This design comes from an exercise in tuning for small area, a short achievable clock period and few clock cycles per item on the open sky130 flow, not from production work.
Where RTL was checked, it was by simulation tests only, not by an equivalence proof against the original.
Power is estimated from default activity; no workload was simulated.

Setup of trial 48:
## bounded_ordered_set
module bounded_ordered_set (
   input  logic        clock,
   input  logic        reset,
   input  logic        req_tvalid,
   output logic        req_tready,
   input  logic [31:0] req_tdata,
   input  logic [1:0]  req_tuser,
   output logic        rsp_tvalid,
   input  logic        rsp_tready,
   output logic [7:0]  rsp_tdata,   
   input  logic        csr_we,
   input  logic [3:0]  csr_wdata
);
Settings: LEC_CHECK=0, CAP_MARGIN=20, CORE_MARGIN=2, CORE_UTILIZATION=40, SETUP_SLACK_MARGIN=2.5, SLEW_MARGIN=20; clock period 4.0 ns.
run.sh (not shown) runs the stock make flow with config.mk's settings and CLKGATE_MAP_FILE= SYNTH_SCRIPT=/design/flow/synth_recipe.tcl, a recipe that flattens the netlist after the stock synthesis.
Trial 48 finished every stage and its layout cleared the timing, DRC and antenna checks.
Testbench counts of trial 48, summed over its fixed seeds: cycles 16,016, items 16,000.
Inputs modified between trial 48 and build 18:
diff --git a/flow/config.mk b/flow/config.mk
--- a/flow/config.mk
+++ b/flow/config.mk
@@ -11 +11 @@
-export SETUP_SLACK_MARGIN = 2.5
+export SETUP_SLACK_MARGIN = 2.0
Findings:
Build 18 against trial 48: clock group share of total power moved up, total grt overflow level, number of well-tap cells placed level, overall routed net length moved up, met2 global-route usage moved up. Build 18 against trial 48: die area neither gained nor lost much; area after synthesis held. Multi-input logic portion of the cell area delta for build 18 relative to trial 48: 0.46 points lower. Worst setup slack before clock tree synthesis on build 18 is down relative to trial 48.

* * *

## v6
Another version of the RTL of bounded_ordered_set (not shown whole).
Size: about 930 cells after synthesis, roughly 320 flip-flops, ~14,000 µm² of cells after synthesis.
Settings: LEC_CHECK=0, CAP_MARGIN=20, CORE_MARGIN=2, CORE_UTILIZATION=60, CTS_BUF_LIST=sky130_fd_sc_hd__clkbuf_8 sky130_fd_sc_hd__clkbuf_16, SETUP_SLACK_MARGIN=2.3, SLEW_MARGIN=20; clock period 4.0 ns.
v6 went all the way through synthesis, placement and routing and the layout is clean on timing, DRC and antenna.
Edits applied to the flow inputs when going from v6 to v7:
Settings: swapping 60 for 40 in CORE_UTILIZATION; clearing CTS_BUF_LIST, which used to be sky130_fd_sc_hd__clkbuf_8 sky130_fd_sc_hd__clkbuf_16.
Notes after the runs:
Count of clock buffers in the final design (v6 / v7): 0.808
Where static leakage is concerned, v6 is outperformed by v7.
v6 was smaller in final cell area than v7.
Looking at routing usage on met3, v7 sits 2.0 points lower than v6 does.
v7 packs its core looser than v6.
Compared with v6, v7 shows CTS buffer count higher by 2.
v7 did not stop at any stage, and its layout met the timing, DRC and antenna checks.
Final sequential cell count: v7 vs v6, no meaningful difference
Est. power | v7 vs v6 | v7 higher
Function was not checked in any run of this note: the RTL went through the layout flow alone.

* * *

Another version of the RTL of bounded_ordered_set (not shown whole).
Size in the first run: ~920 cells after synthesis, about 320 flip-flops, ~13000 µm² of cells after synthesis.
make LEC_CHECK=0 CAP_MARGIN=20 CORE_MARGIN=2 CORE_UTILIZATION=40 SETUP_SLACK_MARGIN=2.2 SLEW_MARGIN=20 finish   # period 4.0 ns
Rerun with:
--- a/flow/config.mk
+++ b/flow/config.mk
@@ -7,2 +7,3 @@
 export LEC_CHECK = 0
+export ABC_AREA = 1
 export CAP_MARGIN = 20
The changed run went through all stages and came out clean. Die area rose by 15%. Worst setup slack gets better by 0.23 ns. Routed wire length rose by 62%. Sequential power hardly moves. Via count rose by 57%. Worst hold slack gets better by 0.041 ns. Non-clock buffer count stays the same. Clock power rose by 9.4%. Clock-buffer cell count fell by 1.
No run of this note included a check of the RTL's function; only the layout flow was run.

* * *

Another version of the RTL of bounded_ordered_set (not shown whole).
For scale: ~330 flip-flops, roughly 53 I/O pins, ~0.013 mm2 of cells after synthesis.
clock: 4.0 ns
lec_check: 0
cap_margin: 20
core_margin: 2
core_utilization: 40
setup_slack_margin: 2.2
slew_margin: 20
Testbench counts at the start, summed over its fixed seeds: cycles 16,016, items 16,000.
Then changed:
ABC_AREA = 1   (was not set)
CTS_CLUSTER_DIAMETER = 120   (was not set)
CTS_CLUSTER_SIZE = 25   (was not set)
Effect: Routed wire length is higher by 4.5%; sequential share of layout area is higher by 1.1 points; synthesized cell count is higher by 20%; non-clock buffer count is lower by 10; clock power is lower by 42%; core utilization is lower by 2.4 points; total power is lower by 18%; final area is lower by 1.8%.

## afterwards: timing with drivers on the ports
The results above use ideal ports. As a check the final layouts listed here were re-extracted and re-timed, cells and wires unchanged.
Step 1 sets driving cells, clkbuf_16 on the clock port and buf_2 on the other inputs (assumed; they add their load-dependent delay and slew).
Step 2 also shifts input and output timing later by t, the mid clock arrival at the registers, as if the neighbouring blocks saw the same clock.
Three values: ideal ports, drivers, drivers and shift; two values: the first two.
run | shift t [ns] | setup slack, ns | worst setup path at the end | cell pins on the clock port's net
trial 48 | 0.550 | 1.063 / 1.063 / 1.063 | register to register | 1
build 18 | 0.557 | 1.042 / 1.042 / 1.042 | register to register | 1
v6 | 0.551 | 1.771 / 1.784 / 1.247 | input to register | 1
v7 | 0.562 | 1.793 / 1.793 / 1.302 | input to register | 1
the first run of note 3 | 0.561 | 1.926 / 1.926 / 1.411 | input to register | 1
the second run of note 3 | 0.598 | 2.161 / 2.106 / 1.641 | input to register | 1
the first run of note 4 | 0.558 | 1.838 / 1.838 / 1.712 | input to register | 1
the second run of note 4 | 0.548 | 2.177 / 2.135 / 1.738 | input to register | 1
After both steps setup and hold are still met in every run listed. For v6, which loses most, drivers alone change the setup slack by +0.013 ns; drivers and shift together by -0.524 ns.
